What follows belongs to an exercise in optimizing a design on an open flow for small area, a short achievable clock period and few clock cycles per item; a production flow would make more cautious choices.
Only simulation tests tie the RTL to the original design; equivalence was not proved.

==> inputs of trial 82 <==
==> flow/design.v <==
package dmem_pkg;
    localparam logic [1:0] SIZE_BYTE = 2'b00;
    localparam logic [1:0] SIZE_HALF = 2'b01;
    localparam logic [1:0] SIZE_WORD = 2'b10;
    localparam logic [1:0] SIZE_RSVD = 2'b11;
    typedef enum logic [1:0] {
        IDLE = 2'd0,
        WAIT = 2'd1,
        RESP = 2'd2
    } state_e;
    function automatic logic [3:0] lane_sel(input logic [1:0] size, input logic [1:0] off);
        case (size)
            SIZE_BYTE: lane_sel = 4'b0001 << off;
            SIZE_HALF: lane_sel = off[1] ? 4'b1100 : 4'b0011;
            SIZE_WORD: lane_sel = 4'b1111;
            default:   lane_sel = 4'b0000;
        endcase
    endfunction
    function automatic logic [2:0] size_bytes(input logic [1:0] size);
        case (size)
            SIZE_BYTE: size_bytes = 3'd1;
            SIZE_HALF: size_bytes = 3'd2;
            SIZE_WORD: size_bytes = 3'd4;
            default:   size_bytes = 3'd0;
        endcase
    endfunction
endpackage
module byte_lane_ram #(
    parameter int ROWS  = 64,
    parameter int ROW_W = 6
) (
    input  logic             clk,
    input  logic [ROW_W-1:0] row_i,
    input  logic [3:0]       we_i,
    input  logic [31:0]      wdata_i,
    output logic [31:0]      rdata_o
);
    logic [ROWS-1:0] row_hit;
    logic [31:0]     rows_q [ROWS];
    always_comb begin
        for (int r = 0; r < ROWS; r++) row_hit[r] = (row_i == ROW_W'(r));
    end
    genvar gr, gl;
    generate
        for (gr = 0; gr < ROWS; gr++) begin : g_row
            for (gl = 0; gl < 4; gl++) begin : g_lane
                always_ff @(posedge clk) begin
                    if (row_hit[gr] && we_i[gl]) begin
                        rows_q[gr][31-8*gl -: 8] <= wdata_i[31-8*gl -: 8];
                    end
                end
            end
        end
    endgenerate
    assign rdata_o = rows_q[row_i];
endmodule
import dmem_pkg::*;
module data_memory_ctrl #(
    parameter int ADDR_W      = 8,
    parameter int DEPTH_BYTES = 256,
    parameter int WAIT_CYCLES = 0
) (
    input  logic              clk,
    input  logic              rst,
    input  logic              req_valid,
    output logic              req_ready,
    input  logic              req_we,
    input  logic [1:0]        req_size,
    input  logic              req_signed,
    input  logic [ADDR_W-1:0] req_addr,
    input  logic [31:0]       req_wdata,
    output logic              rsp_valid,
    output logic [31:0]       rsp_rdata,
    output logic              rsp_err,
    input  logic [31:0]       alu_result,
    input  logic              mem_to_reg,
    output logic [31:0]       wb_data
);
    localparam int ROWS  = DEPTH_BYTES / 4;
    localparam int ROW_W = (ROWS > 1) ? $clog2(ROWS) : 1;
    localparam int SUM_W = ADDR_W + 3;
    logic              a_valid;
    logic              a_we;
    logic              a_signed;
    logic [1:0]        a_size;
    logic [ADDR_W-1:0] a_addr;
    logic [31:0]       a_wdata;
    logic        b_valid;
    logic        b_err;
    logic        b_zero;
    logic        b_signed;
    logic [1:0]  b_size;
    logic [1:0]  b_off;
    logic [31:0] b_rdata;
    logic        rsp_valid_q;
    logic        rsp_err_q;
    logic [31:0] rsp_rdata_q;
    logic [31:0] wb_q;
    logic             a_err;
    logic [SUM_W-1:0] end_addr;
    logic [3:0]       lane_we;
    logic [31:0]      lane_wdata;
    logic [31:0]      ram_rdata;
    logic [7:0]       sel_byte;
    logic [15:0]      sel_half;
    logic [31:0]      ext_data;
    assign req_ready = 1'b1;
    always_ff @(posedge clk or posedge rst) begin
        if (rst) a_valid <= 1'b0;
        else     a_valid <= req_valid;
    end
    always_ff @(posedge clk) begin
        a_we     <= req_we;
        a_signed <= req_signed;
        a_size   <= req_size;
        a_addr   <= req_addr;
        a_wdata  <= req_wdata;
    end
    always_comb begin
        end_addr = SUM_W'(a_addr) + SUM_W'(dmem_pkg::size_bytes(a_size));
        case (a_size)
            SIZE_BYTE: a_err = 1'b0;
            SIZE_HALF: a_err = a_addr[0];
            SIZE_WORD: a_err = (a_addr[1:0] != 2'b00);
            default:   a_err = 1'b1;
        endcase
        if (end_addr > SUM_W'(DEPTH_BYTES)) a_err = 1'b1;
    end
    always_comb begin
        lane_we = 4'b0000;
        if (a_valid && a_we && !a_err) lane_we = dmem_pkg::lane_sel(a_size, a_addr[1:0]);
        case (a_size)
            SIZE_BYTE: lane_wdata = {4{a_wdata[7:0]}};
            SIZE_HALF: lane_wdata = {2{a_wdata[15:0]}};
            default:   lane_wdata = a_wdata;
        endcase
    end
    byte_lane_ram #(
        .ROWS  (ROWS),
        .ROW_W (ROW_W)
    ) u_ram (
        .clk     (clk),
        .row_i   (a_addr[ROW_W+1:2]),
        .we_i    (lane_we),
        .wdata_i (lane_wdata),
        .rdata_o (ram_rdata)
    );
    always_ff @(posedge clk or posedge rst) begin
        if (rst) b_valid <= 1'b0;
        else     b_valid <= a_valid;
    end
    always_ff @(posedge clk) begin
        b_err    <= a_err;
        b_zero   <= a_err || a_we;
        b_signed <= a_signed;
        b_size   <= a_size;
        b_off    <= a_addr[1:0];
        b_rdata  <= ram_rdata;
    end
    always_comb begin
        case (b_off)
            2'd0:    sel_byte = b_rdata[31:24];
            2'd1:    sel_byte = b_rdata[23:16];
            2'd2:    sel_byte = b_rdata[15:8];
            default: sel_byte = b_rdata[7:0];
        endcase
        sel_half = b_off[1] ? b_rdata[15:0] : b_rdata[31:16];
        case (b_size)
            SIZE_BYTE: ext_data = {{24{b_signed & sel_byte[7]}}, sel_byte};
            SIZE_HALF: ext_data = {{16{b_signed & sel_half[15]}}, sel_half};
            default:   ext_data = b_rdata;
        endcase
    end
    always_ff @(posedge clk or posedge rst) begin
        if (rst) begin
            rsp_valid_q <= 1'b0;
            rsp_err_q   <= 1'b0;
            rsp_rdata_q <= 32'd0;
        end else begin
            rsp_valid_q <= b_valid;
            if (b_valid) begin
                rsp_err_q   <= b_err;
                rsp_rdata_q <= b_zero ? 32'd0 : ext_data;
            end
        end
    end
    always_ff @(posedge clk or posedge rst) begin
        if (rst) wb_q <= 32'd0;
        else     wb_q <= mem_to_reg ? rsp_rdata_q : alu_result;
    end
    assign rsp_valid = rsp_valid_q;
    assign rsp_rdata = rsp_rdata_q;
    assign rsp_err   = rsp_err_q;
    assign wb_data   = wb_q;
endmodule
==> flow/run.sh <==
#!/bin/bash
# synth_recipe.tcl (not shown) runs the flow's synth.tcl, then flattens the netlist and writes it again
# the make line also repeats each setting of config.mk as NAME=value (left out here)
make -C /OpenROAD-flow-scripts/flow DESIGN_CONFIG=/design/flow/config.mk WORK_HOME=/design/flow/orfs CLKGATE_MAP_FILE= SYNTH_SCRIPT=/design/flow/synth_recipe.tcl finish
==> flow/config.mk <==
export PLATFORM = sky130hd
export DESIGN_NAME = data_memory_ctrl
export DESIGN_NICKNAME = data_memory_ctrl
export VERILOG_FILES = /design/flow/design.v
export SDC_FILE = /design/flow/constraint.sdc
export NUM_CORES = 4
export LEC_CHECK = 0
export CAP_MARGIN = 20
export CORE_MARGIN = 2
export CORE_UTILIZATION = 45
export SLEW_MARGIN = 20
==> flow/constraint.sdc <==
create_clock -name core_clock -period 6.5 [get_ports {clk}]
set_input_delay 1.3000 -clock core_clock [delete_from_list [all_inputs] [get_ports {clk}]]
set_output_delay 1.3000 -clock core_clock [all_outputs]
set_load 0.01 [all_outputs]
==> inputs of build 51, as changes to trial 82 <==
--- a/flow/design.v
+++ b/flow/design.v
@@ -29,30 +29,37 @@
     parameter int ROWS  = 64,
     parameter int ROW_W = 6
 ) (
-    input  logic             clk,
-    input  logic [ROW_W-1:0] row_i,
-    input  logic [3:0]       we_i,
-    input  logic [31:0]      wdata_i,
-    output logic [31:0]      rdata_o
+    input  logic        clk,
+    input  logic [ROWS-1:0] row_i,
+    input  logic [15:0] wsel_hi_n_i,
+    input  logic [15:0] wsel_lo_n_i,
+    input  logic [31:0] wdata_i,
+    output logic [31:0] rdata_lo_o,
+    output logic [31:0] rdata_hi_o
 );
-    logic [ROWS-1:0] row_hit;
-    logic [31:0]     rows_q [ROWS];
-    always_comb begin
-        for (int r = 0; r < ROWS; r++) row_hit[r] = (row_i == ROW_W'(r));
-    end
+    logic [31:0] rows_q [ROWS];
     genvar gr, gl;
     generate
         for (gr = 0; gr < ROWS; gr++) begin : g_row
             for (gl = 0; gl < 4; gl++) begin : g_lane
                 always_ff @(posedge clk) begin
-                    if (row_hit[gr] && we_i[gl]) begin
+                    if (!(wsel_hi_n_i[gr / 4] || wsel_lo_n_i[(gr % 4) * 4 + gl])) begin
                         rows_q[gr][31-8*gl -: 8] <= wdata_i[31-8*gl -: 8];
                     end
                 end
             end
         end
     endgenerate
-    assign rdata_o = rows_q[row_i];
+    always_comb begin
+        rdata_lo_o = '0;
+        rdata_hi_o = '0;
+        for (int r = 0; r < ROWS / 2; r++) begin
+            if (row_i[r]) rdata_lo_o = rdata_lo_o | rows_q[r];
+        end
+        for (int r = ROWS / 2; r < ROWS; r++) begin
+            if (row_i[r]) rdata_hi_o = rdata_hi_o | rows_q[r];
+        end
+    end
 endmodule
 import dmem_pkg::*;
 module data_memory_ctrl #(
@@ -78,12 +85,30 @@
 );
     localparam int ROWS  = DEPTH_BYTES / 4;
     localparam int ROW_W = (ROWS > 1) ? $clog2(ROWS) : 1;
-    localparam int SUM_W = ADDR_W + 3;
+    logic             req_err;
+    logic [31:0]      req_lane_wdata;
+    always_comb begin
+        case (req_size)
+            SIZE_BYTE: req_err = 1'b0;
+            SIZE_HALF: req_err = req_addr[0];
+            SIZE_WORD: req_err = (req_addr[1:0] != 2'b00);
+            default:   req_err = 1'b1;
+        endcase
+        case (req_size)
+            SIZE_BYTE: req_lane_wdata = {4{req_wdata[7:0]}};
+            SIZE_HALF: req_lane_wdata = {2{req_wdata[15:0]}};
+            default:   req_lane_wdata = req_wdata;
+        endcase
+    end
     logic              a_valid;
-    logic              a_we;
+    logic [15:0]       a_wsel_hi_n;  
+    logic [15:0]       a_wsel_lo_n;  
+    logic              a_err;
+    logic              a_zero;
     logic              a_signed;
     logic [1:0]        a_size;
-    logic [ADDR_W-1:0] a_addr;
+    logic [1:0]        a_off;
+    logic [ROWS-1:0]   a_row;
     logic [31:0]       a_wdata;
     logic        b_valid;
     logic        b_err;
@@ -91,59 +116,52 @@
     logic        b_signed;
     logic [1:0]  b_size;
     logic [1:0]  b_off;
+    logic [31:0] b_rdata_lo;
+    logic [31:0] b_rdata_hi;
     logic [31:0] b_rdata;
     logic        rsp_valid_q;
     logic        rsp_err_q;
     logic [31:0] rsp_rdata_q;
     logic [31:0] wb_q;
-    logic             a_err;
-    logic [SUM_W-1:0] end_addr;
-    logic [3:0]       lane_we;
-    logic [31:0]      lane_wdata;
-    logic [31:0]      ram_rdata;
-    logic [7:0]       sel_byte;
-    logic [15:0]      sel_half;
-    logic [31:0]      ext_data;
+    logic [31:0] ram_rdata_lo;
+    logic [31:0] ram_rdata_hi;
+    logic [7:0]  sel_byte;
+    logic [15:0] sel_half;
+    logic [31:0] ext_data;
     assign req_ready = 1'b1;
     always_ff @(posedge clk or posedge rst) begin
-        if (rst) a_valid <= 1'b0;
-        else     a_valid <= req_valid;
+        if (rst) begin
+            a_valid   <= 1'b0;
+            a_wsel_lo_n <= 16'hFFFF;
+        end else begin
+            a_valid     <= req_valid;
+            a_wsel_lo_n <= 16'hFFFF;
+            if (req_valid && req_we && !req_err) begin
+                a_wsel_lo_n[4*req_addr[3:2] +: 4] <= ~dmem_pkg::lane_sel(req_size, req_addr[1:0]);
+            end
+        end
     end
     always_ff @(posedge clk) begin
-        a_we     <= req_we;
+        a_err    <= req_err;
+        a_zero   <= req_err || req_we;
         a_signed <= req_signed;
         a_size   <= req_size;
-        a_addr   <= req_addr;
-        a_wdata  <= req_wdata;
-    end
-    always_comb begin
-        end_addr = SUM_W'(a_addr) + SUM_W'(dmem_pkg::size_bytes(a_size));
-        case (a_size)
-            SIZE_BYTE: a_err = 1'b0;
-            SIZE_HALF: a_err = a_addr[0];
-            SIZE_WORD: a_err = (a_addr[1:0] != 2'b00);
-            default:   a_err = 1'b1;
-        endcase
-        if (end_addr > SUM_W'(DEPTH_BYTES)) a_err = 1'b1;
-    end
-    always_comb begin
-        lane_we = 4'b0000;
-        if (a_valid && a_we && !a_err) lane_we = dmem_pkg::lane_sel(a_size, a_addr[1:0]);
-        case (a_size)
-            SIZE_BYTE: lane_wdata = {4{a_wdata[7:0]}};
-            SIZE_HALF: lane_wdata = {2{a_wdata[15:0]}};
-            default:   lane_wdata = a_wdata;
-        endcase
+        a_off    <= req_addr[1:0];
+        a_row    <= ROWS'(1) << req_addr[ROW_W+1:2];
+        a_wsel_hi_n <= ~(16'(1) << req_addr[ROW_W+1:4]);
+        a_wdata  <= req_lane_wdata;
     end
     byte_lane_ram #(
         .ROWS  (ROWS),
         .ROW_W (ROW_W)
     ) u_ram (
         .clk     (clk),
-        .row_i   (a_addr[ROW_W+1:2]),
-        .we_i    (lane_we),
-        .wdata_i (lane_wdata),
-        .rdata_o (ram_rdata)
+        .row_i   (a_row),
+        .wsel_hi_n_i(a_wsel_hi_n),
+        .wsel_lo_n_i(a_wsel_lo_n),
+        .wdata_i (a_wdata),
+        .rdata_lo_o(ram_rdata_lo),
+        .rdata_hi_o(ram_rdata_hi)
     );
     always_ff @(posedge clk or posedge rst) begin
         if (rst) b_valid <= 1'b0;
@@ -151,12 +169,14 @@
     end
     always_ff @(posedge clk) begin
         b_err    <= a_err;
-        b_zero   <= a_err || a_we;
+        b_zero   <= a_zero;
         b_signed <= a_signed;
         b_size   <= a_size;
-        b_off    <= a_addr[1:0];
-        b_rdata  <= ram_rdata;
-    end
+        b_off    <= a_off;
+        b_rdata_lo <= ram_rdata_lo;
+        b_rdata_hi <= ram_rdata_hi;
+    end
+    assign b_rdata = b_rdata_lo | b_rdata_hi;
     always_comb begin
         case (b_off)
             2'd0:    sel_byte = b_rdata[31:24];
- CTS_CLUSTER_DIAMETER: unset -> 80
- CTS_CLUSTER_SIZE: unset -> 25
- SETUP_SLACK_MARGIN: unset -> 3.9
==> inputs of build 68, as changes to trial 82 <==
--- a/flow/design.v
+++ b/flow/design.v
@@ -29,30 +29,37 @@
     parameter int ROWS  = 64,
     parameter int ROW_W = 6
 ) (
-    input  logic             clk,
-    input  logic [ROW_W-1:0] row_i,
-    input  logic [3:0]       we_i,
-    input  logic [31:0]      wdata_i,
-    output logic [31:0]      rdata_o
+    input  logic        clk,
+    input  logic [ROWS-1:0] row_i,
+    input  logic [15:0] wsel_hi_n_i,
+    input  logic [15:0] wsel_lo_n_i,
+    input  logic [31:0] wdata_i,
+    output logic [31:0] rdata_lo_o,
+    output logic [31:0] rdata_hi_o
 );
-    logic [ROWS-1:0] row_hit;
-    logic [31:0]     rows_q [ROWS];
-    always_comb begin
-        for (int r = 0; r < ROWS; r++) row_hit[r] = (row_i == ROW_W'(r));
-    end
+    logic [31:0] rows_q [ROWS];
     genvar gr, gl;
     generate
         for (gr = 0; gr < ROWS; gr++) begin : g_row
             for (gl = 0; gl < 4; gl++) begin : g_lane
                 always_ff @(posedge clk) begin
-                    if (row_hit[gr] && we_i[gl]) begin
+                    if (!(wsel_hi_n_i[gr / 4] || wsel_lo_n_i[(gr % 4) * 4 + gl])) begin
                         rows_q[gr][31-8*gl -: 8] <= wdata_i[31-8*gl -: 8];
                     end
                 end
             end
         end
     endgenerate
-    assign rdata_o = rows_q[row_i];
+    always_comb begin
+        rdata_lo_o = '0;
+        rdata_hi_o = '0;
+        for (int r = 0; r < ROWS / 2; r++) begin
+            if (row_i[r]) rdata_lo_o = rdata_lo_o | rows_q[r];
+        end
+        for (int r = ROWS / 2; r < ROWS; r++) begin
+            if (row_i[r]) rdata_hi_o = rdata_hi_o | rows_q[r];
+        end
+    end
 endmodule
 import dmem_pkg::*;
 module data_memory_ctrl #(
@@ -78,12 +85,30 @@
 );
     localparam int ROWS  = DEPTH_BYTES / 4;
     localparam int ROW_W = (ROWS > 1) ? $clog2(ROWS) : 1;
-    localparam int SUM_W = ADDR_W + 3;
+    logic             req_err;
+    logic [31:0]      req_lane_wdata;
+    always_comb begin
+        case (req_size)
+            SIZE_BYTE: req_err = 1'b0;
+            SIZE_HALF: req_err = req_addr[0];
+            SIZE_WORD: req_err = (req_addr[1:0] != 2'b00);
+            default:   req_err = 1'b1;
+        endcase
+        case (req_size)
+            SIZE_BYTE: req_lane_wdata = {4{req_wdata[7:0]}};
+            SIZE_HALF: req_lane_wdata = {2{req_wdata[15:0]}};
+            default:   req_lane_wdata = req_wdata;
+        endcase
+    end
     logic              a_valid;
-    logic              a_we;
+    logic [15:0]       a_wsel_hi_n;  
+    logic [15:0]       a_wsel_lo_n;  
+    logic              a_err;
+    logic              a_zero;
     logic              a_signed;
     logic [1:0]        a_size;
-    logic [ADDR_W-1:0] a_addr;
+    logic [1:0]        a_off;
+    logic [ROWS-1:0]   a_row;
     logic [31:0]       a_wdata;
     logic        b_valid;
     logic        b_err;
@@ -91,72 +116,76 @@
     logic        b_signed;
     logic [1:0]  b_size;
     logic [1:0]  b_off;
+    logic [31:0] b_rdata_lo;
+    logic [31:0] b_rdata_hi;
     logic [31:0] b_rdata;
     logic        rsp_valid_q;
     logic        rsp_err_q;
     logic [31:0] rsp_rdata_q;
     logic [31:0] wb_q;
-    logic             a_err;
-    logic [SUM_W-1:0] end_addr;
-    logic [3:0]       lane_we;
-    logic [31:0]      lane_wdata;
-    logic [31:0]      ram_rdata;
-    logic [7:0]       sel_byte;
-    logic [15:0]      sel_half;
-    logic [31:0]      ext_data;
+    logic [31:0] ram_rdata_lo;
+    logic [31:0] ram_rdata_hi;
+    logic [7:0]  sel_byte;
+    logic [15:0] sel_half;
+    logic [31:0] ext_data;
     assign req_ready = 1'b1;
     always_ff @(posedge clk or posedge rst) begin
-        if (rst) a_valid <= 1'b0;
-        else     a_valid <= req_valid;
+        if (rst) begin
+            a_valid   <= 1'b0;
+            a_wsel_lo_n <= 16'hFFFF;
+        end else begin
+            a_valid     <= req_valid;
+            a_wsel_lo_n <= 16'hFFFF;
+            if (req_valid && req_we && !req_err) begin
+                a_wsel_lo_n[4*req_addr[3:2] +: 4] <= ~dmem_pkg::lane_sel(req_size, req_addr[1:0]);
+            end
+        end
     end
     always_ff @(posedge clk) begin
-        a_we     <= req_we;
+        a_err    <= req_err;
+        a_zero   <= req_err || req_we;
         a_signed <= req_signed;
         a_size   <= req_size;
-        a_addr   <= req_addr;
-        a_wdata  <= req_wdata;
-    end
-    always_comb begin
-        end_addr = SUM_W'(a_addr) + SUM_W'(dmem_pkg::size_bytes(a_size));
-        case (a_size)
-            SIZE_BYTE: a_err = 1'b0;
-            SIZE_HALF: a_err = a_addr[0];
-            SIZE_WORD: a_err = (a_addr[1:0] != 2'b00);
-            default:   a_err = 1'b1;
-        endcase
-        if (end_addr > SUM_W'(DEPTH_BYTES)) a_err = 1'b1;
-    end
-    always_comb begin
-        lane_we = 4'b0000;
-        if (a_valid && a_we && !a_err) lane_we = dmem_pkg::lane_sel(a_size, a_addr[1:0]);
-        case (a_size)
-            SIZE_BYTE: lane_wdata = {4{a_wdata[7:0]}};
-            SIZE_HALF: lane_wdata = {2{a_wdata[15:0]}};
-            default:   lane_wdata = a_wdata;
-        endcase
+        a_off    <= req_addr[1:0];
+        a_row    <= ROWS'(1) << req_addr[ROW_W+1:2];
+        a_wsel_hi_n <= ~(16'(1) << req_addr[ROW_W+1:4]);
+        a_wdata  <= req_lane_wdata;
     end
     byte_lane_ram #(
         .ROWS  (ROWS),
         .ROW_W (ROW_W)
     ) u_ram (
         .clk     (clk),
-        .row_i   (a_addr[ROW_W+1:2]),
-        .we_i    (lane_we),
-        .wdata_i (lane_wdata),
-        .rdata_o (ram_rdata)
+        .row_i   (a_row),
+        .wsel_hi_n_i(a_wsel_hi_n),
+        .wsel_lo_n_i(a_wsel_lo_n),
+        .wdata_i (a_wdata),
+        .rdata_lo_o(ram_rdata_lo),
+        .rdata_hi_o(ram_rdata_hi)
     );
     always_ff @(posedge clk or posedge rst) begin
         if (rst) b_valid <= 1'b0;
         else     b_valid <= a_valid;
     end
+    always_ff @(posedge clk or posedge rst) begin
+        if (rst) begin
+            b_err  <= 1'b0;
+            b_zero <= 1'b1;
+        end else if (a_valid) begin
+            b_err  <= a_err;
+            b_zero <= a_zero;
+        end
+    end
     always_ff @(posedge clk) begin
-        b_err    <= a_err;
-        b_zero   <= a_err || a_we;
-        b_signed <= a_signed;
-        b_size   <= a_size;
-        b_off    <= a_addr[1:0];
-        b_rdata  <= ram_rdata;
-    end
+        if (a_valid) begin
+            b_signed   <= a_signed;
+            b_size     <= a_size;
+            b_off      <= a_off;
+            b_rdata_lo <= ram_rdata_lo;
+            b_rdata_hi <= ram_rdata_hi;
+        end
+    end
+    assign b_rdata = b_rdata_lo | b_rdata_hi;
     always_comb begin
         case (b_off)
             2'd0:    sel_byte = b_rdata[31:24];
@@ -178,10 +207,8 @@
             rsp_rdata_q <= 32'd0;
         end else begin
             rsp_valid_q <= b_valid;
-            if (b_valid) begin
-                rsp_err_q   <= b_err;
-                rsp_rdata_q <= b_zero ? 32'd0 : ext_data;
-            end
+            rsp_err_q   <= b_err;
+            rsp_rdata_q <= b_zero ? 32'd0 : ext_data;
         end
     end
     always_ff @(posedge clk or posedge rst) begin
- CTS_CLUSTER_DIAMETER: unset -> 80
- CTS_CLUSTER_SIZE: unset -> 25
- SETUP_SLACK_MARGIN: unset -> 3.8
==> impl_metrics.yaml <==
die:
  initial_core_util_pct: 45.4
logic_synthesis:
  yosys.area_share.simple_pct: 4.77
setup_path:
  max_stage_delay_ns: 0.43
  critPathBufInv: 1
  cp_max_fo: 2
  reg2reg_slack_ns: 3.96
power_and_ir_drop:
  p_int_mw: 20.1
  switching_power_mw: 5.48
grt:
  grt_util_met2_pct: 43.8
run_status:
  status: "complete, no violations"
routing:
  routed-wl-met3_um: 30800
the above is filed under build 68

==> impl_metrics.yaml <==
run_status:
  status: "complete, no violations"
setup_path:
  critical_path_class: "flop to flop"
  critPathBufInv: 2
  reg2reg_slack_ns: 0.93
  cp_max_fo: 36
  max_stage_delay_ns: 1.02
routing:
  routed-wl-met3_um: 72800
power_and_ir_drop:
  p_int_mw: 23.1
  switching_power_mw: 6.95
grt:
  grt_util_met2_pct: 56.1
logic_synthesis:
  yosys.area_share.simple_pct: 6.74
the above is filed under trial 82

==> impl_metrics.yaml <==
die:
  initial_core_util_pct: 45.3
power_and_ir_drop:
  p_int_mw: 20.1
  switching_power_mw: 5.70
routing:
  highest_layer: "met5"
  drt-total-wl_um: 264000
  routed-wl-met3_um: 27300
setup_path:
  critPathBufInv: 1
  cp_max_fo: 1
  critical_path_class: "flop to output port"
  reg2reg_slack_ns: 3.97
  max_stage_delay_ns: 0.43
run_status:
  status: "complete, no violations"
sta:
  holdWs_ns: 0.335
grt:
  grt_util_met2_pct: 44.4
logic_synthesis:
  yosys.area_share.simple_pct: 4.92
the above is filed under build 51

Testbench counts of trial 82, summed over its fixed seeds: cycles 24,024, items 24,000.
Testbench counts of build 51, summed over its fixed seeds: cycles 24,024, items 24,000.
Testbench counts of build 68, summed over its fixed seeds: cycles 24,024, items 24,000.

==> static timing again, ports no longer ideal <==
The flow's constraints put no driver on any port. The routed layouts listed below were extracted and timed again, unchanged, in two steps.
Step 1 sets driving cells, clkbuf_16 on the clock port and buf_2 on the other inputs (assumed; they add their load-dependent delay and slew).
Step 2, shift: input delay + t, output delay - t, t = (earliest + latest rising clock arrival at the registers) / 2. This alone moves slack from input paths to output paths.
Slacks: ideal ports / drivers / drivers and shift; pairs: ideal ports / drivers.
run	shift t [ns]	setup slack, ns	hold WS [ns]	worst setup path at the end	worst register clock-pin slew, ns
trial 82	0.994	0.933 / 0.933 / 0.933	0.336 / 0.336 / 0.336	register to register	0.07 / 0.07
build 51	0.879	3.824 / 3.738 / 3.159	0.335 / 0.335 / 0.335	input to register	0.10 / 0.10
build 68	0.866	3.846 / 3.751 / 3.158	0.372 / 0.372 / 0.372	input to register	0.11 / 0.11
After both steps every run listed still meets setup and hold. The setup slack of build 68, which loses most, moves by -0.095 ns with the drivers and by -0.688 ns with both steps.
